Source: an optimization exercise on an open RTL-to-GDS flow (aim: small area, a short achievable clock period and few clock cycles). Production flows keep margins and buffers that such runs may drop. The RTL was checked by simulation tests, not by an equivalence proof against the original design. Power and IR drop assume default switching activity.

## flow/design.v (module list and top-level ports; edited modules follow where they fit)
// module matrix_store: 52 lines
// module block_sequencer: 22 lines
// module tile_accumulator: 5985 lines
// module block_matmul: 72 lines
module block_matmul (
    input  logic                    clk_i,
    input  logic                    rstn_i,
    input  logic                    a_wr_en_i,
    input  logic [15:0]             a_wr_data_i,
    input  logic                    b_wr_en_i,
    input  logic [15:0]             b_wr_data_i,
    input  logic                    clear_i,
    output logic                    a_full_o,
    output logic                    b_full_o,
    input  logic                    start_i,
    output logic                    busy_o,
    output logic                    done_o,
    input  logic [3:0]              c_rd_addr_i,
    output logic [39:0]             c_rd_data_o
);
  // ...
==> flow/run.sh <==
#!/bin/bash
# synth_recipe.tcl (not shown) runs the flow's synth.tcl, then flattens the netlist and writes it again
# the make line also repeats each setting of config.mk as NAME=value (left out here)
make -C /OpenROAD-flow-scripts/flow DESIGN_CONFIG=/design/flow/config.mk WORK_HOME=/design/flow/orfs CLKGATE_MAP_FILE= SYNTH_SCRIPT=/design/flow/synth_recipe.tcl finish
==> flow/config.mk <==
export PLATFORM = sky130hd
export DESIGN_NAME = block_matmul
export DESIGN_NICKNAME = block_matmul
export VERILOG_FILES = /design/flow/design.v
export SDC_FILE = /design/flow/constraint.sdc
export NUM_CORES = 4
export LEC_CHECK = 0
export CAP_MARGIN = 20
export CORE_MARGIN = 2
export CORE_UTILIZATION = 40
export SLEW_MARGIN = 20
==> flow/constraint.sdc <==
create_clock -name core_clock -period 12.0 [get_ports {clk_i}]
set_input_delay 2.4000 -clock core_clock [delete_from_list [all_inputs] [get_ports {clk_i}]]
set_output_delay 2.4000 -clock core_clock [all_outputs]
set_load 0.01 [all_outputs]
==> results by group, run 1 <==
Die
  – Number of I/O pins: 86

Setup path
  – Top delay family on crit path: adder cells
  – Worst-path fanout max: slightly above 70
  – R2r setup slk: 6210 ps
  – CP Capture Type: flop
  – Kind of critical path: input port to flop

Cells and area
  – Final-layout clock buffer total: 146
  – Inverters: approximately 830
  – Multi-input logic cell count: about 2.9k
  – Fillers: 15.0k
  – Largest class: registers
  – Commonest cells after routing, fill and taps aside: 1024 x edfxtp_1, 959 x fa_1, 831 x inv_1
  – Multi-input gate share of the layout cell area: 0.402
  – Layout cells sized above 1: 0.102

CTS
  – Post-CTS Setup Repair Bufs: 0
  – CTS tree: yes
  – Cts repair resizes: 0

Run
  – Max-Cap Viols: 0

Global routing
  – Vias in the first global route: 42.0k
  – Largest net degree at the start of global routing: 180
  – Met2 GRT Util: 0.372
  – First-pass GRT wire length: 306000 um

Placement
  – Gpl congestion: 1.06

Detailed routing
  – Antenna Violating Nets Remaining: 0
  – Initial DRC Count: 4438
  – Max Used Layer: met5

Synthesis
  – Post-synthesis sequential area ratio: 0.498
  – Mapped Area: 0.0674 mm2

Run status
  – Status: no timing/DRC/antenna violations

STA
  – Slew HR: 0.139
Testbench counts, summed over its fixed seeds: cycles 2,440.
==> run 2: changes to the inputs <==
--- a/flow/config.mk
+++ b/flow/config.mk
@@ -8,4 +8,5 @@
 export CAP_MARGIN = 20
 export CORE_MARGIN = 2
 export CORE_UTILIZATION = 40
+export SETUP_SLACK_MARGIN = 5
 export SLEW_MARGIN = 20
==> run 2 against run 1 <==
Net effect:
- via count up 2.8%
- clock-buffer cell count up 7
- maximum frequency up 18%
- largest power group unchanged
- critical path depth up 2
- critical endpoint is now c_rd_data_o[32]
- sequential share of layout area down 1.8 points
- cell count up 2.3%
- combinational power up 8%
- power up 5.2%
- highest routed layer unchanged
==> results by group, run 2 <==
Placement
  – HPWL after DPL: 161000 um (was 158000 um)
  – Pre-CTS setup slack: 3250 ps (was 3030 ps)
  – Inst Count DP: 7274 (was 7279)
  – Number of buffer cells added on primary ports: 78 (unchanged)
  – Gpl congestion: 1.05 (was 1.06)

STA
  – Slew Viols, Final: 0 (unchanged)
  – Final Setup Violations: 0 (unchanged)
  – Clock skew: 58.9 ps (was 54.4 ps)
  – Tightest Pin Transition: 1020 ps (was 1290 ps)
  – Fmax: 142 MHz (was 120 MHz)
  – Tmin final: 7070 ps (was 8320 ps)
  – Crit share post-route: 0.589 (was 0.693)
  – Endpoints failing hold: 0 (unchanged)
  – TNS Setup: 0 ps (unchanged)
  – Fin worst setup slack: 4930 ps (was 3680 ps)
  – RSZ-0062 raised after global routing: true (was false)
  – Slew HR: 0.320 (was 0.139)

Synthesis
  – #FFs+latches synth: 1163 (unchanged)
  – FFs w/ async S/R, synth: 0.00946 (unchanged)
  – Largest cells by area after synthesis: edfxtp_1 46%, fa_1 28%, inv_1 4.6% (unchanged)
  – Number of synthesized flops with an enable pin: 1024 (unchanged)
  – Synth top area share: 0.456 (unchanged)
  – Mapped Area: 0.0674 mm2 (unchanged)
  – Top post-synthesis cells by count: 1024 x edfxtp_1, 959 x fa_1, 831 x inv_1, 599 x nor2_1, 484 x nand2_1 (unchanged)
  – Ys flop type: edfxtp_1 (unchanged)
  – Synth warn: 10 (unchanged)
  – Post-synthesis sequential area ratio: 0.498 (unchanged)
  – Count leader, synth: edfxtp_1 (unchanged)
  – Mean Syn Cell Area: 13.5 um2 (unchanged)
  – Yosys top cell by area: edfxtp_1 (unchanged)
  – Synth unique cells: 66 (unchanged)
  – Synth Instances: 5006 (unchanged)

Detailed routing
  – Routed WL: 225000 um (was 215000 um)
  – DRC: 0 (unchanged)
  – WL/cell: 29.3 um (was 28.6 um)
  – Vias after detailed routing: 41.1k (was 40.0k)
  – Antenna Violating Nets Remaining: 0 (unchanged)
  – Via density: 5.36 (was 5.34)
  – Initial DRC Count: 4430 (was 4438)
  – Detailed Routing Iterations Pass 1: 8 (was 6)

Cells and area
  – Layout cells sized above 1: 0.151 (was 0.102)
  – FF+latch area: 0.0336 mm2 (about the same)
  – Most common cell after layout, fill and taps aside: edfxtp_1 (unchanged)
  – Fin cells: 7675 (was 7500)
  – Commonest cells after routing, fill and taps aside: 1024 x edfxtp_1, 953 x fa_1, 828 x inv_1 (was 1024 x edfxtp_1, 959 x fa_1, 831 x inv_1)
  – Area occupied by multi-input gates: 0.0312 mm2 (was 0.0304 mm2)
  – Fillers: 14.7k (was 15.0k)
  – Nets: 6415 (was 6250)
  – Area growth, synth to finish: 16.7% (was 11.9%)

Setup path
  – CP Capture Type: output port (was flop)
  – Reg2Reg Depth: 15 (unchanged)
  – R2r setup slk: 6720 ps (was 6210 ps)
  – Nature of the critical path startpoint: flop (was input port)
  – Worst-path fanout max: 4 (was 72)
  – R2R Path End: dot.cs_q[68]$_DFF_P_ (was dot.cs_q[64]$_DFF_P_)
  – Worst EP required: 9600 ps (was 12640 ps)
  – Reg2Reg Launch Point: b_store.snap_q[5][2]$_DFFE_PP_ (was a_store.snap_q[13][8]$_DFFE_PP_)
  – Crit path arrival time: 4670 ps (was 8960 ps)
  – Kind of critical path: flop to output port (was input port to flop)

Global routing
  – Largest net degree at the start of global routing: 164 (was 180)
  – First-pass GRT wire length: 315000 um (was 306000 um)
  – GRT Total Usage: 0.261 (was 0.252)
  – Vias in the first global route: 42.6k (was 42.0k)
  – Grt total ovfl: 0 (unchanged)
  – Initial antenna violation count: 10 (was 8)

Die
  – Die width: 415 um (unchanged)
  – Num rows: 150 (unchanged)
  – Initial core utilization: 0.403 (unchanged)
  – Core area: 0.167 mm2 (unchanged)
  – Die area: 0.172 mm2 (unchanged)
  – Number of I/O pins: 86 (unchanged)
  – Die height: 415 um (unchanged)

Power and ir drop
  – Power density over cell area: 310 mW/mm2 (was 307 mW/mm2)
  – Leak: 31.4 nW (was 30.0 nW)
  – Max VDD drop: 0.409 mV (was 0.268 mV)
  – Overall Power: 0.0244 W (was 0.0232 W)

Worst hold path
  – Hold WC Path Type: flop to flop (unchanged)
  – Hold Path Depth: 0 (unchanged)
  – Min-Delay Endpoint: a_store.snap_q[10][10]$_DFFE_PP_ (was a_store.mem_q[5][1]$_DFFE_PP_)
  – Worst Hold Launch: a_store.mem_q[10][10]$_DFFE_PP_ (was a_store.mem_q[6][1]$_DFFE_PP_)

Run status
  – Status: no timing/DRC/antenna violations (unchanged)

Run
  – Max-Cap Viols: 0 (unchanged)

CTS
  – Total CTS buffers: 120 (was 116)
  – Clock tree buffer depth: 3 (unchanged)
  – Clock Latency Late Sink: 770 ps (was 760 ps)
  – H-tree Lvls: 3 (unchanged)
  – Clk pin slew, worst setup/hold paths: 60 ps (about the same)
  – Sink Count: 1163 (unchanged)
  – CTS tree: yes (unchanged)
  – CTS root buffer: clkbuf_16 (unchanged)
run 2: worst max-delay path, cell delays in order, from the launching register on:
cell and delay, ps:
dfxtp_2 320, fa_1 520, inv_1 50, fa_1 490
inv_2 50, fa_2 380, a21oi_4 200, o211ai_4 110
a221oi_4 270, buf_6 150, o2bb2ai_4 130, or4_4 190
a31oi_4 140, buf_4 190, or4b_1 460, nand4b_1 110
buf_4 140
run 2: logic make-up (layout without fill, tap and decap cells):
kind of cell | count (synthesis) | count (layout) | synth area share
AOI/OAI and AO/OA | 331 | 331 | 0.0311
xor gates and xnor gates | 32 | 32 | 0.00416
adders and majority gates | 1015 | 1015 | 0.295
buffers and inverters | 980 | 1432 | 0.0560
DFF | 1163 | 1163 | 0.498
muxes | 248 | 248 | 0.0409
other | 1 | 14 | 0.0000556
and+or+nand+nor | 1236 | 1236 | 0.0747
run 2: timing repair:
item                                    in CTS  in global routing
buffers inserted                            75                 75
hold buffers                                 0                  0
endpoints found under the setup margin      99                 57
gates resized for setup                    194                125
gates cloned                                 8                  8
pin swaps                                   48                 35
run 2: report_power, final:
group	internal (W)	total, W	switching (W)
clock network	0.00205	0.00363	0.00158
logic	0.00690	0.0157	0.00881
registers	0.00490	0.00504	0.000139
total	0.0139	0.0244	0.0105
run 2: worst max path at each step:
stage,from,endpoint
finish,dot.cs_q[6]$_DFF_P_,c_rd_data_o[32]
global route,dot.cs_q[6]$_DFF_P_,c_rd_data_o[32]
CTS,dot.cs_q[18]$_DFF_P_,c_rd_data_o[28]
detailed placement,c_rd_addr_i[1],dot.cs_q[68]$_DFF_P_
global placement,c_rd_addr_i[1],dot.cs_q[68]$_DFF_P_
floorplan,c_rd_addr_i[0],dot.cs_q[68]$_DFF_P_
run 2: cell type report:
type,count,area share
clock inverters,75,0.00827
inverters,831,0.0397
repair buffers,373,0.0527
clock buffers,153,0.0413
multi-input cells,2869,0.396
diodes,7,0.000223
well taps,2204,0.0350
flip-flops and latches,1163,0.427
run 2: stage by stage:
step                      hold WS, ps  instance area [um2]  utilization
after global routing              405                78700        0.471
after global placement            400                71700        0.429
after CTS                         404                77300        0.462
after detailed placement          405                71700        0.429
after floorplan                   400                67900            -
final                             412                78700        0.471
run 2: layer usage:
metal / part of all wire / track usage / vias up / routed length (um)
li1: - / - / 16700 / -
met2: 0.42 / 0.376 / 2402 / 94600
met1: 0.40 / 0.346 / 21200 / 88800
met5: 0.00048 / 0 / - / 107
met4: 0.067 / 0.139 / 14 / 15100
met3: 0.12 / 0.0906 / 750 / 26200
==> run 3: changes to the inputs <==
--- a/flow/config.mk
+++ b/flow/config.mk
@@ -7,6 +7,8 @@
 export LEC_CHECK = 0
 export CAP_MARGIN = 20
 export CORE_MARGIN = 2
-export CORE_UTILIZATION = 40
+export CORE_UTILIZATION = 55
+export CTS_BUF_LIST = sky130_fd_sc_hd__clkbuf_4 sky130_fd_sc_hd__clkbuf_8
+export CTS_CLUSTER_SIZE = 20
 export SETUP_SLACK_MARGIN = 5
 export SLEW_MARGIN = 20
==> run 3 against run 2 <==
Net effect:
- sequential share of layout area is 1.1 points higher
- synthesized cell count stayed put
- non-clock buffer count is 70 lower
- clock skew is 7.9 ps lower
- final area is 2.5% lower
- area after synthesis stayed put
- first-iteration DRC count is 3.6% higher
- clock power is 8.0% lower
- global-route usage is 9.6 points higher
- die area is 27% lower
- critical endpoint is now c_rd_data_o[28]
- largest cell class unchanged
==> results by group, run 3 <==
CTS
  – Clock tree buffer depth: 3 (unchanged)
  – H-tree Lvls: 4 (was 3)
  – Total CTS buffers: 182 (was 120)
  – Clock Latency Late Sink: 910 ps (was 770 ps)
  – Sink Count: 1163 (unchanged)
  – CTS tree: yes (unchanged)
  – CTS root buffer: clkbuf_8 (was clkbuf_16)
  – Clk pin slew, worst setup/hold paths: 60 ps (about the same)

Detailed routing
  – WL/cell: 30.7 um (was 29.3 um)
  – Initial DRC Count: 4588 (was 4430)
  – Via density: 5.80 (was 5.36)
  – WL met2: 91600 um (was 94600 um)
  – DR WL met3: 26200 um (about the same)
  – Vias after detailed routing: 41.4k (was 41.1k)
  – Metal-1 WL: 86900 um (was 88800 um)
  – Routed WL: 219000 um (was 225000 um)
  – Detailed Routing Iterations Pass 1: 9 (was 8)
  – Max Used Layer: met5 (unchanged)
  – Antenna Violating Nets Remaining: 0 (unchanged)
  – DRC: 0 (unchanged)

Die
  – Die width: 354 um (was 415 um)
  – Initial core utilization: 0.554 (was 0.403)
  – Number of I/O pins: 86 (unchanged)
  – Die area: 0.125 mm2 (was 0.172 mm2)
  – Core area: 0.122 mm2 (was 0.167 mm2)
  – Num rows: 128 (was 150)
  – Die height: 354 um (was 415 um)

Cells and area
  – Commonest cells after routing, fill and taps aside: 1024 x edfxtp_1, 955 x fa_1, 828 x inv_1 (was 1024 x edfxtp_1, 953 x fa_1, 828 x inv_1)
  – Design Area, Final: 0.0768 mm2 (was 0.0787 mm2)
  – Most common cell after layout, fill and taps aside: edfxtp_1 (unchanged)
  – Layout cells sized above 1: 0.157 (was 0.151)
  – Area growth, synth to finish: 13.8% (was 16.7%)
  – Nets: 6407 (was 6415)

Setup path
  – WP buf/inv: 1 (was 5)
  – CP Capture Type: output port (unchanged)
  – Kind of critical path: flop to output port (unchanged)
  – Crit path arrival time: 4680 ps (was 4670 ps)
  – Max incr delay on CP: 630 ps (was 520 ps)
  – Worst EP required: 9600 ps (about the same)
  – Cell chain of the critical path: fa_2, fa_2, ha_4, and3_4, nand2_2, or4_4, a31oi_4, nor3_1, or4_4, buf_6 (was fa_1, inv_1, fa_1, inv_2, fa_2, a21oi_4, o211ai_4, a221oi_4, buf_6, o2bb2ai_4, or4_4, a31oi_4, buf_4, or4b_1, nand4b_1, buf_4)
  – Nature of the critical path startpoint: flop (unchanged)
  – Top delay family on crit path: simple AND/OR/NAND/NOR gates (was adder cells)
  – Worst-path fanout max: 5 (was 4)
  – Crit path max-delay cell type: fa_2 (was fa_1)

STA
  – Tightest Pin Transition: 1160 ps (was 1020 ps)
  – Clock skew: 51.0 ps (was 58.9 ps)
  – Final Setup Violations: 0 (unchanged)
  – Slew HR: 0.227 (was 0.320)
  – TNS Setup: 0 ps (unchanged)
  – Tmin final: 7080 ps (was 7070 ps)
  – Slew Viols, Final: 0 (unchanged)
  – RSZ-0062 raised after global routing: true (unchanged)
  – Fmax: 141 MHz (was 142 MHz)
  – Crit share post-route: 0.590 (was 0.589)
  – Endpoints failing hold: 0 (unchanged)

Worst hold path
  – Hold WC Path Type: flop to flop (unchanged)

Global routing
  – Grt total ovfl: 0 (unchanged)
  – GRT Total Usage: 0.357 (was 0.261)
  – Largest net degree at the start of global routing: 185 (was 164)
  – Vias in the first global route: 42.9k (was 42.6k)
  – Initial antenna violation count: 21 (was 10)
  – First-pass GRT wire length: 309000 um (was 315000 um)

Synthesis
  – Mean Syn Cell Area: 13.5 um2 (unchanged)
  – Synth warn: 10 (unchanged)
  – Synth top area share: 0.456 (unchanged)
  – Number of synthesized flops with an enable pin: 1024 (unchanged)
  – Post-synthesis sequential area ratio: 0.498 (unchanged)
  – Top post-synthesis cells by count: 1024 x edfxtp_1, 959 x fa_1, 831 x inv_1, 599 x nor2_1, 484 x nand2_1 (unchanged)
  – Synth unique cells: 66 (unchanged)
  – Ys flop type: edfxtp_1 (unchanged)
  – Yosys top cell by area: edfxtp_1 (unchanged)
  – #FFs+latches synth: 1163 (unchanged)
  – Largest cells by area after synthesis: edfxtp_1 46%, fa_1 28%, inv_1 4.6% (unchanged)
  – FFs w/ async S/R, synth: 0.00946 (unchanged)
  – Count leader, synth: edfxtp_1 (unchanged)
  – Mapped Area: 0.0674 mm2 (unchanged)
  – Synth Instances: 5006 (unchanged)

Placement
  – Gpl congestion: 1.04 (was 1.05)
  – HPWL after DPL: 156000 um (was 161000 um)
  – Placement Cell Area: 0.0709 mm2 (was 0.0717 mm2)
  – Number of buffer cells added on primary ports: 78 (unchanged)

Run
  – Max-Cap Viols: 0 (unchanged)

Power and ir drop
  – Leak: 31.0 nW (was 31.4 nW)
  – Power density over cell area: 311 mW/mm2 (was 310 mW/mm2)
  – Max VDD drop: 0.905 mV (was 0.409 mV)

Run status
  – Status: no timing/DRC/antenna violations (unchanged)
[run 3: cell count changes in the layout (fill, tap and decap cells not counted), moves of 17 or more]
cell | before | now
clkbuf_8 | 11 | 194
clkbuf_4 | 0 | 57
clkbuf_16 | 131 | 6
clkbuf_1 | 24 | 0
buf_4 | 201 | 163
clkinv_1 | 27 | 44
[run 3: layer usage]
metal | vias up | global-route usage
met1 | 21300 | 0.488
met2 | 2568 | 0.501
li1 | 16700 | -
met5 | - | 0
met3 | 790 | 0.127
met4 | 18 | 0.197
[run 3: worst paths after layout]
kind,start,end,slack [ps],cells after the start
min in group asynchronous,rstn_i,b_store.fill_ptr_q[0]$_DFFE_PN0P_,1850,1
worst max-delay path,dot.cs_q[84]$_DFF_P_,c_rd_data_o[28],4920,10
worst min-delay path,a_store.mem_q[0][3]$_DFFE_PP_,a_store.snap_q[0][3]$_DFFE_PP_,410,0
worst max register to register,b_store.snap_q[0][13]$_DFFE_PP_,dot.cs_q[56]$_DFF_P_,6560,14
worst min register to register,a_store.mem_q[0][3]$_DFFE_PP_,a_store.snap_q[0][3]$_DFFE_PP_,410,0
max in group asynchronous,rstn_i,b_store.fill_ptr_q[1]$_DFFE_PN0P_,9800,1
[run 3: what timing repair did]
action	in CTS	in global routing
pin swaps	31	29
cloned	5	6
gates resized for setup	157	95
setup endpoints to repair	100	60
buffers inserted	59	38
hold buffers	0	0
[run 3: cells by family (layout without fill, tap and decap cells)]
family                     count (synthesis)  in the layout  synth area share
AOI/OAI and AO/OA                        331            331            0.0311
xor gates and xnor gates                  32             32           0.00416
other                                      1             21         0.0000556
adders and majority gates               1015           1015             0.295
and+or+nand+nor                         1236           1236            0.0747
muxes                                    248            248            0.0409
DFF                                     1163           1163             0.498
buffers and inverters                    980           1467            0.0560
[run 3: per-stage QoR]
stage	util	worst slack, ps	cells	total power (W)	hold WS, ps
2_1_floorplan	-	4520	5012	0.0144	400
3_3_place_gp	0.583	3140	6683	0.0193	400
3_5_place_dp	0.583	3050	6683	0.0196	405
4_1_cts	0.623	4840	7080	0.0235	399
5_1_grt	0.631	4760	7129	0.0259	405
6_report	0.631	4920	7138	0.0239	407
[run 3: cell type report]
cell class | count | area, um2
inverters | 831 | 3130
fillers | 9368 | 44900
multi-input cells | 2869 | 31100
flip-flops and latches | 1163 | 33600
clock inverters | 84 | 602
well taps | 1625 | 2030
clock buffers | 249 | 3070
diodes | 14 | 35.0
repair buffers | 303 | 3210
[run 3: power by group]
group / internal, W / switching [W]
logic: 0.00676 / 0.00873
clock network: 0.00175 / 0.00158
registers: 0.00490 / 0.000145
==> run 4: changes to the inputs <==
==> flow/flow/run.sh (new file) <==
#!/bin/bash
cp standard.sh standard_sh_copy.log
export SYNTH_ARGS="-noabc"
bash standard.sh SETUP_SLACK_MARGIN=6.5 finish > standard.log 2>&1
==> flow/standard.sh (new file) <==
#!/bin/bash
# synth_recipe.tcl (not shown) runs the flow's synth.tcl, then flattens the netlist and writes it again
# the make line also repeats each setting of config.mk as NAME=value (left out here)
make -C /OpenROAD-flow-scripts/flow DESIGN_CONFIG=/design/flow/config.mk WORK_HOME=/design/flow/orfs CLKGATE_MAP_FILE= SYNTH_SCRIPT=/design/flow/synth_recipe.tcl "${@:-finish}"
==> flow/config.mk (replaced) <==
export PLATFORM = sky130hd
export DESIGN_NAME = block_matmul
export DESIGN_NICKNAME = block_matmul
export VERILOG_FILES = /design/flow/design.v
export SDC_FILE = /design/flow/constraint.sdc
export NUM_CORES = 4
export LEC_CHECK = 0
export CAP_MARGIN = 20
export CORE_MARGIN = 2
export CORE_UTILIZATION = 40
export SLEW_MARGIN = 20
removed: flow/run.sh
==> run 4 against run 3 <==
Net effect:
- largest power group unchanged
- sequential share of layout area decreased by 2.2 points
- cell count decreased by 3.2%
- sequential cell count unchanged
- first-iteration DRC count increased by 5.5%
- still clean
- clock power increased by 6.6%
- clock skew decreased by 1.3 ps
- area after synthesis decreased by 5.9%
- die area increased by 29%
- core utilization decreased by 12 points
- via count decreased by 5.1%
- highest routed layer unchanged
==> results by group, run 4 <==
Run status
  – Status: no timing/DRC/antenna violations (unchanged)

CTS
  – H-tree Lvls: 3 (was 4)
  – CTS tree: yes (unchanged)
  – Sink Count: 1163 (unchanged)
  – Clock Latency Late Sink: 760 ps (was 910 ps)
  – CTS root buffer: clkbuf_16 (was clkbuf_8)
  – Clk pin slew, worst setup/hold paths: 80 ps (was 60 ps)
  – Clock tree buffer depth: 3 (unchanged)
  – Total CTS buffers: 117 (was 182)

Synthesis
  – Top post-synthesis cells by count: 1046 x nor2_1, 1024 x edfxtp_1, 959 x fa_1, 151 x nand2_1, 139 x clkbuf_1 (was 1024 x edfxtp_1, 959 x fa_1, 831 x inv_1, 599 x nor2_1, 484 x nand2_1)
  – #FFs+latches synth: 1163 (unchanged)
  – Count leader, synth: nor2_1 (was edfxtp_1)
  – Number of synthesized flops with an enable pin: 1024 (unchanged)
  – Synth warn: 10 (unchanged)
  – Synth top area share: 0.484 (was 0.456)
  – Mapped Area: 0.0635 mm2 (was 0.0674 mm2)
  – Largest cells by area after synthesis: edfxtp_1 48%, fa_1 30%, nor2_1 6.2% (was edfxtp_1 46%, fa_1 28%, inv_1 4.6%)
  – Ys flop type: edfxtp_1 (unchanged)
  – FFs w/ async S/R, synth: 0.00946 (unchanged)
  – Synth Instances: 4149 (was 5006)
  – Mean Syn Cell Area: 15.3 um2 (was 13.5 um2)
  – Post-synthesis sequential area ratio: 0.529 (was 0.498)
  – Synth unique cells: 52 (was 66)
  – Yosys top cell by area: edfxtp_1 (unchanged)

STA
  – Endpoints failing hold: 0 (unchanged)
  – Slew HR: 0.285 (was 0.227)
  – Slew Viols, Final: 0 (unchanged)
  – Tightest Pin Transition: 1070 ps (was 1160 ps)
  – RSZ-0062 raised after global routing: true (unchanged)
  – Final Setup Violations: 0 (unchanged)
  – TNS Setup: 0 ps (unchanged)
  – Tmin final: 6680 ps (was 7080 ps)
  – Fmax: 150 MHz (was 141 MHz)
  – Crit share post-route: 0.557 (was 0.590)
  – WHS: 406 ps (was 407 ps)
  – Clock skew: 49.7 ps (was 51.0 ps)

Die
  – Die height: 402 um (was 354 um)
  – Initial core utilization: 0.402 (was 0.554)
  – Num rows: 146 (was 128)
  – Die width: 402 um (was 354 um)
  – Die area: 0.162 mm2 (was 0.125 mm2)
  – Number of I/O pins: 86 (unchanged)
  – Core area: 0.158 mm2 (was 0.122 mm2)

Cells and area
  – Layout cells sized above 1: 0.313 (was 0.157)
  – Final core utilization: 0.512 (was 0.631)
  – Fillers: 12.7k (was 9368)
  – Area occupied by multi-input gates: 0.0324 mm2 (was 0.0311 mm2)
  – FF+latch area: 0.0336 mm2 (about the same)
  – Nets: 5797 (was 6407)
  – Commonest cells after routing, fill and taps aside: 1024 x edfxtp_1, 982 x nor2_1, 674 x fa_1 (was 1024 x edfxtp_1, 955 x fa_1, 828 x inv_1)
  – Area growth, synth to finish: 27.4% (was 13.8%)
  – Most common cell after layout, fill and taps aside: edfxtp_1 (unchanged)
  – Design Area, Final: 0.0809 mm2 (was 0.0768 mm2)

Detailed routing
  – DRC: 0 (unchanged)
  – Via density: 5.69 (was 5.80)
  – Initial DRC Count: 4841 (was 4588)
  – Antenna Violating Nets Remaining: 0 (unchanged)
  – WL/cell: 29.7 um (was 30.7 um)
  – Routed WL: 205000 um (was 219000 um)
  – Detailed Routing Iterations Pass 1: 8 (was 9)
  – Vias after detailed routing: 39.3k (was 41.4k)

Setup path
  – Top cell by count, worst path: fa_1
  – Worst EP required: 9600 ps (about the same)
  – Top delay family on crit path: adder cells (was simple AND/OR/NAND/NOR gates)
  – Cell chain of the critical path: fa_1, fa_1, ha_4, a211oi_2, buf_4, o21ai_4, a21oi_4, and3_4, buf_6, o32a_1, a221o_1, xnor2_1, buf_2 (was fa_2, fa_2, ha_4, and3_4, nand2_2, or4_4, a31oi_4, nor3_1, or4_4, buf_6)
  – WP buf/inv: 3 (was 1)
  – CP Capture Type: output port (unchanged)
  – Worst-path fanout max: 3 (was 5)
  – Nature of the critical path startpoint: flop (unchanged)
  – Kind of critical path: flop to output port (unchanged)
  – Max incr delay on CP: 540 ps (was 630 ps)
  – Crit path arrival time: 4280 ps (was 4680 ps)
  – Crit path max-delay cell type: fa_1 (was fa_2)
  – R2r setup slk: 6980 ps (was 6560 ps)

Worst hold path
  – Hold WC Path Type: flop to flop (unchanged)

Global routing
  – Initial antenna violation count: 12 (was 21)
  – Vias in the first global route: 41.5k (was 42.9k)
  – Grt total ovfl: 0 (unchanged)
  – Largest net degree at the start of global routing: 175 (was 185)
  – GRT Total Usage: 0.257 (was 0.357)
  – First-pass GRT wire length: 295000 um (was 309000 um)

Power and ir drop
  – Pint: 0.0149 W (was 0.0134 W)
  – Net Sw Frac: 0.419 (was 0.438)
  – Max VDD drop: 0.421 mV (was 0.905 mV)
  – NetSw: 0.0107 W (was 0.0105 W)
  – Sequential share of power: 0.197 (was 0.211)
  – Leak: 30.1 nW (was 31.0 nW)
  – Combinational Power Share: 0.664 (was 0.649)
  – Power density over cell area: 317 mW/mm2 (was 311 mW/mm2)
  – Clk pwr share: 0.139 (was 0.140)
  – Overall Power: 0.0257 W (was 0.0239 W)

Placement
  – Number of buffer cells added on primary ports: 78 (unchanged)
  – HPWL after DPL: 118000 um (was 156000 um)
  – Placement Cell Area: 0.0681 mm2 (was 0.0709 mm2)
  – Gpl congestion: 0.929 (was 1.04)

Run
  – Max-Cap Viols: 0 (unchanged)
run 4: timing repair:
item                                    CTS  global route
setup buffers                           418            62
cloned                                   33             2
pin swaps                               330           205
gates resized for setup                 802           212
endpoints found under the setup margin  145           130
endpoints found under the hold margin     0             0
hold buffers                              0             0
run 4: final cells by class:
class	instances	area share
multi-input combinational	2785	0.401
sequential	1163	0.415
antenna	4	0.000124
inverter	4	0.000186
timing repair buffer	667	0.105
clock buffer	136	0.0373
tap	2072	0.0320
clock inverter	79	0.00891
run 4: worst paths after layout:
check	endpoint	start	depth (start not counted)
worst max-delay path	c_rd_data_o[30]	dot.cs_q[10]$_DFF_P_	13
min in group asynchronous	b_store.full_q$_DFFE_PN0P_	rstn_i	1
worst min register to register	b_store.snap_q[0][12]$_DFFE_PP_	b_store.mem_q[0][12]$_DFFE_PP_	0
worst min-delay path	b_store.snap_q[0][12]$_DFFE_PP_	b_store.mem_q[0][12]$_DFFE_PP_	0
max in group asynchronous	a_store.fill_ptr_q[2]$_DFFE_PN0P_	rstn_i	1
worst max register to register	dot.cs_q[68]$_DFF_P_	b_store.snap_q[6][3]$_DFFE_PP_	11
run 4: stage by stage:
step | std cells | setup WS (ps)
2_1_floorplan | 4155 | 5060
3_3_place_gp | 6176 | 3300
3_5_place_dp | 6176 | 3290
4_1_cts | 6842 | 5160
5_1_grt | 6907 | 5180
6_report | 6910 | 5320
run 4: worst register-to-register path: stages (launching register included):
cell      delay (ps)
edfxtp_1         370
mux2_2           300
o21ai_4          150
buf_6            270
nor2_1           130
fa_1             520
fa_2             650
fa_2             470
fa_1             490
fa_1             620
fa_2             470
fa_2             530
run 4: cell families (layout without fill, tap and decap cells):
kind of cell	after synthesis	count (layout)	synth area share
flip-flops	1163	1163	0.529
AND/OR/NAND/NOR	1234	1234	0.0745
other	1	11	0.0000591
adder cells (fa/ha/maj)	1017	1017	0.314
multiplexers	258	258	0.0432
buffers and inverters	207	886	0.0136
AO/OA/AOI/OAI	232	232	0.0208
XOR/XNOR	37	37	0.00510
run 4: per-layer routing:
layer / up-vias / share of wire / global-route usage / wire, um
met5: - / 0.0011 / 0.00565 / 228
met1: 20200 / 0.37 / 0.325 / 75400
met2: 2847 / 0.42 / 0.364 / 85500
met4: 19 / 0.076 / 0.143 / 15500
li1: 15300 / - / - / -
met3: 976 / 0.14 / 0.117 / 28400
run 4: power groups by stage:
stage | Combinational [W] | Clock [W] | Sequential (W)
2_1_floorplan | 0.00870 | 0 | 0.00510
3_3_place_gp | 0.0138 | 0 | 0.00513
3_5_place_dp | 0.0140 | 0 | 0.00514
4_1_cts | 0.0158 | 0.00364 | 0.00506
5_1_grt | 0.0187 | 0.00379 | 0.00509
6_report | 0.0171 | 0.00356 | 0.00506
==> run 5: changes to the inputs <==
==> flow/flow/run.sh (replaced) <==
#!/bin/bash
# Standard layout flow, with Yosys's early ABC pass skipped so that the
# carry-save tree's full adders are extracted without polarity inverters.
cp standard.sh standard_sh_copy.log
export SYNTH_ARGS="-noabc"
bash standard.sh > standard.log 2>&1
--- a/flow/config.mk
+++ b/flow/config.mk
@@ -8,4 +8,5 @@
 export CAP_MARGIN = 20
 export CORE_MARGIN = 2
 export CORE_UTILIZATION = 40
+export SETUP_SLACK_MARGIN = 5
 export SLEW_MARGIN = 20
==> run 5 against run 4 <==
Net effect:
- area after synthesis unchanged
- combinational power down 12%
- register-to-register slack worse by 300 ps
- worst hold slack better by 3.0 ps
- maximum frequency down 4.7%
- synthesized cell count unchanged
- critical endpoint is now c_rd_data_o[33]
- setup slack worse by 330 ps
==> results by group, run 5 <==
Run status
  – Status: no timing/DRC/antenna violations (unchanged)

Setup path
  – Crit path arrival time: 4610 ps (was 4280 ps)
  – CP Capture Type: output port (unchanged)
  – Kind of critical path: flop to output port (unchanged)
  – Worst EP required: 9600 ps (about the same)
  – Crit path max-delay cell type: clkdlybuf4s50_1 (was fa_1)
  – Nature of the critical path startpoint: flop (unchanged)
  – Cell chain of the critical path: fa_1, fa_1, ha_2, o211ai_1, o211ai_1, a21oi_2, o221ai_4, nand2_4, o21ai_4, a221o_1, clkdlybuf4s50_1 (was fa_1, fa_1, ha_4, a211oi_2, buf_4, o21ai_4, a21oi_4, and3_4, buf_6, o32a_1, a221o_1, xnor2_1, buf_2)
  – Max incr delay on CP: 550 ps (was 540 ps)
  – Worst-path fanout max: 5 (was 3)

Global routing
  – Largest net degree at the start of global routing: 173 (was 175)
  – Initial antenna violation count: 2 (was 12)
  – GRT Total Usage: 0.225 (was 0.257)
  – Grt total ovfl: 0 (unchanged)
  – Vias in the first global route: 39.4k (was 41.5k)
  – First-pass GRT wire length: 264000 um (was 295000 um)

Synthesis
  – #FFs+latches synth: 1163 (unchanged)
  – Top post-synthesis cells by count: 1046 x nor2_1, 1024 x edfxtp_1, 959 x fa_1, 151 x nand2_1, 139 x clkbuf_1 (unchanged)
  – FFs w/ async S/R, synth: 0.00946 (unchanged)
  – Synth top area share: 0.484 (unchanged)
  – Mapped Area: 0.0635 mm2 (unchanged)
  – Mean Syn Cell Area: 15.3 um2 (unchanged)
  – Synth Instances: 4149 (unchanged)
  – Post-synthesis sequential area ratio: 0.529 (unchanged)
  – Yosys top cell by area: edfxtp_1 (unchanged)
  – Synth warn: 10 (unchanged)
  – Ys flop type: edfxtp_1 (unchanged)
  – Number of synthesized flops with an enable pin: 1024 (unchanged)
  – Count leader, synth: nor2_1 (unchanged)
  – Largest cells by area after synthesis: edfxtp_1 48%, fa_1 30%, nor2_1 6.2% (unchanged)
  – Synth unique cells: 52 (unchanged)

CTS
  – Post-CTS Hold Buffers: 0 (unchanged)
  – CTS tree: yes (unchanged)
  – Clock tree buffer depth: 3 (unchanged)
  – Total CTS buffers: 130 (was 117)
  – Sink Count: 1163 (unchanged)
  – H-tree Lvls: 4 (was 3)
  – Clock Latency Late Sink: 780 ps (was 760 ps)
  – Clk pin slew, worst setup/hold paths: 60 ps (was 80 ps)
  – CTS root buffer: clkbuf_16 (unchanged)

Die
  – Die height: 402 um (unchanged)
  – Number of I/O pins: 86 (unchanged)
  – Num rows: 146 (unchanged)
  – Core area: 0.158 mm2 (unchanged)
  – Die area: 0.162 mm2 (unchanged)
  – Initial core utilization: 0.402 (unchanged)
  – Die width: 402 um (unchanged)

STA
  – RSZ-0062 raised after global routing: true (unchanged)
  – Fmax: 143 MHz (was 150 MHz)
  – Endpoints failing hold: 0 (unchanged)
  – Clock skew: 54.1 ps (was 49.7 ps)
  – Tmin final: 7010 ps (was 6680 ps)
  – Slew Viols, Final: 0 (unchanged)
  – TNS Setup: 0 ps (unchanged)
  – Final Setup Violations: 0 (unchanged)
  – Crit share post-route: 0.584 (was 0.557)
  – Tightest Pin Transition: 1130 ps (was 1070 ps)
  – Slew HR: 0.250 (was 0.285)
  – WHS: 409 ps (was 406 ps)

Cells and area
  – Most common cell after layout, fill and taps aside: nor2_1 (was edfxtp_1)
  – Fin cells: 6507 (was 6910)
  – Area growth, synth to finish: 14.6% (was 27.4%)
  – Fillers: 13.6k (was 12.7k)
  – Layout cells sized above 1: 0.136 (was 0.313)
  – Final core utilization: 0.460 (was 0.512)
  – Commonest cells after routing, fill and taps aside: 1046 x nor2_1, 1024 x edfxtp_1, 956 x fa_1 (was 1024 x edfxtp_1, 982 x nor2_1, 674 x fa_1)
  – Nets: 5387 (was 5797)

Detailed routing
  – WL/cell: 27.5 um (was 29.7 um)
  – Detailed Routing Iterations Pass 1: 7 (was 8)
  – Antenna Violating Nets Remaining: 0 (unchanged)
  – Routed WL: 179000 um (was 205000 um)
  – DRC: 0 (unchanged)
  – Via density: 5.56 (was 5.69)
  – Vias after detailed routing: 36.2k (was 39.3k)
  – Initial DRC Count: 3784 (was 4841)

Worst hold path
  – Hold WC Path Type: flop to flop (unchanged)

Power and ir drop
  – Max VDD drop: 0.449 mV (was 0.421 mV)
  – Combinational Power Share: 0.624 (was 0.664)
  – Clk pwr share: 0.165 (was 0.139)
  – Pint: 0.0140 W (was 0.0149 W)
  – NetSw: 0.00995 W (was 0.0107 W)
  – Sequential share of power: 0.211 (was 0.197)
  – Power density over cell area: 330 mW/mm2 (was 317 mW/mm2)
  – Net Sw Frac: 0.415 (was 0.419)
  – Leak: 27.0 nW (was 30.1 nW)

Placement
  – Gpl congestion: 0.947 (was 0.929)
  – Inst Count DP: 6243 (was 6176)
  – Number of buffer cells added on primary ports: 78 (unchanged)
  – HPWL after DPL: 116000 um (was 118000 um)

Run
  – Max-Cap Viols: 0 (unchanged)
[run 5: cell type report]
cell class,instances,area [um2],share of cell area
diodes,3,7.51,0.000103
clock buffers,164,3490,0.0480
clock inverters,72,813,0.0112
inverters,4,15.0,0.000206
multi-input cells,2785,29800,0.409
flip-flops and latches,1163,33600,0.462
well taps,2072,2590,0.0356
repair buffers,244,2490,0.0342
[run 5: stage by stage]
stage / total power, W / worst slack, ps / cell area [um2]
6_report: 0.0240 / 4990 / 72800
5_1_grt: 0.0258 / 4920 / 72700
4_1_cts: 0.0239 / 4910 / 72400
3_5_place_dp: 0.0193 / 3340 / 67500
3_3_place_gp: 0.0190 / 3390 / 67500
2_1_floorplan: 0.0138 / 4620 / 63800
[run 5: cell families (layout without fill, tap and decap cells)]
| kind of cell | after synthesis | after routing | synth area share |
|---|---|---|---|
| buffers and inverters | 207 | 484 | 0.0136 |
| adder cells (fa/ha/maj) | 1017 | 1017 | 0.314 |
| multiplexers | 258 | 258 | 0.0432 |
| flip-flops | 1163 | 1163 | 0.529 |
| AND/OR/NAND/NOR | 1234 | 1234 | 0.0745 |
| XOR/XNOR | 37 | 37 | 0.00510 |
| AO/OA/AOI/OAI | 232 | 232 | 0.0208 |
| other | 1 | 10 | 0.0000591 |
[run 5: timing repair]
item	CTS	global route
gates cloned	3	0
endpoints found under the setup margin	92	43
resized for setup	92	70
pin swaps	16	7
setup buffers	17	5
[run 5: final timing paths]
| kind | from | endpoint | slack, ps | depth (start not counted) |
|---|---|---|---|---|
| min reg2reg | b_store.mem_q[0][12]$_DFFE_PP_ | b_store.snap_q[0][12]$_DFFE_PP_ | 410 | 0 |
| max in group asynchronous | rstn_i | a_store.fill_ptr_q[2]$_DFFE_PN0P_ | 9700 | 1 |
| max | dot.cs_q[8]$_DFF_P_ | c_rd_data_o[33] | 4990 | 11 |
| min in group asynchronous | rstn_i | a_store.fill_ptr_q[1]$_DFFE_PN0P_ | 1970 | 1 |
| max reg2reg | b_store.snap_q[4][13]$_DFFE_PP_ | dot.cs_q[76]$_DFF_P_ | 6680 | 10 |
| min | b_store.mem_q[0][12]$_DFFE_PP_ | b_store.snap_q[0][12]$_DFFE_PP_ | 410 | 0 |
[run 5: critical path, delay by kind of cell (launching register included)]
| family | cells | cell delay, ps |
|---|---|---|
| flops | 1 | 340 |
| simple gates | 1 | 140 |
| fa+ha+maj | 3 | 1410 |
| compound gates | 6 | 1400 |
| buf+inv | 1 | 550 |
[run 5: power groups by stage]
stage          sequential [W]  clock [W]  combinational [W]
5_1_grt               0.00509    0.00422             0.0165
2_1_floorplan         0.00510          0            0.00867
6_report              0.00506    0.00397             0.0150
4_1_cts               0.00506    0.00407             0.0148
3_3_place_gp          0.00513          0             0.0139
3_5_place_dp          0.00514          0             0.0142
[run 5: metal layers]
metal  global-route usage  wire, um
met2                0.333     77800
met4                0.114     11200
met1                0.295     69000
met5              0.00208        14
met3               0.0787     21000

[static timing again, ports no longer ideal]
In the flow no input, the clock included, has a driving cell. The finished layouts below were timed again as built, in two steps.
Step 1 assumes that a clkbuf_16 drives the clock port and a buf_2 every other input.
Step 2 also shifts input and output timing later by t, the mid clock arrival at the registers, as if the neighbouring blocks saw the same clock.
Slacks: ideal / step 1 / step 2; pairs: ideal / step 1.
run | t (ns) | slack for setup (ns) | worst setup path after step 2 | clock arrival spread, ns
run 1 | 0.823 | 3.680 / 3.729 / 2.906 | input to register | 0.056 / 0.056
run 2 | 0.821 | 4.934 / 4.852 / 4.061 | input to register | 0.059 / 0.059
run 3 | 0.963 | 4.919 / 4.847 / 3.926 | input to register | 0.058 / 0.059
run 4 | 0.821 | 5.318 / 5.116 / 4.296 | input to register | 0.063 / 0.063
run 5 | 0.845 | 4.989 / 4.900 / 4.109 | input to register | 0.055 / 0.055
After both steps setup and hold are still met in every run listed. The setup slack of run 4, which loses most, moves by -0.202 ns with the drivers and by -1.022 ns with both steps.
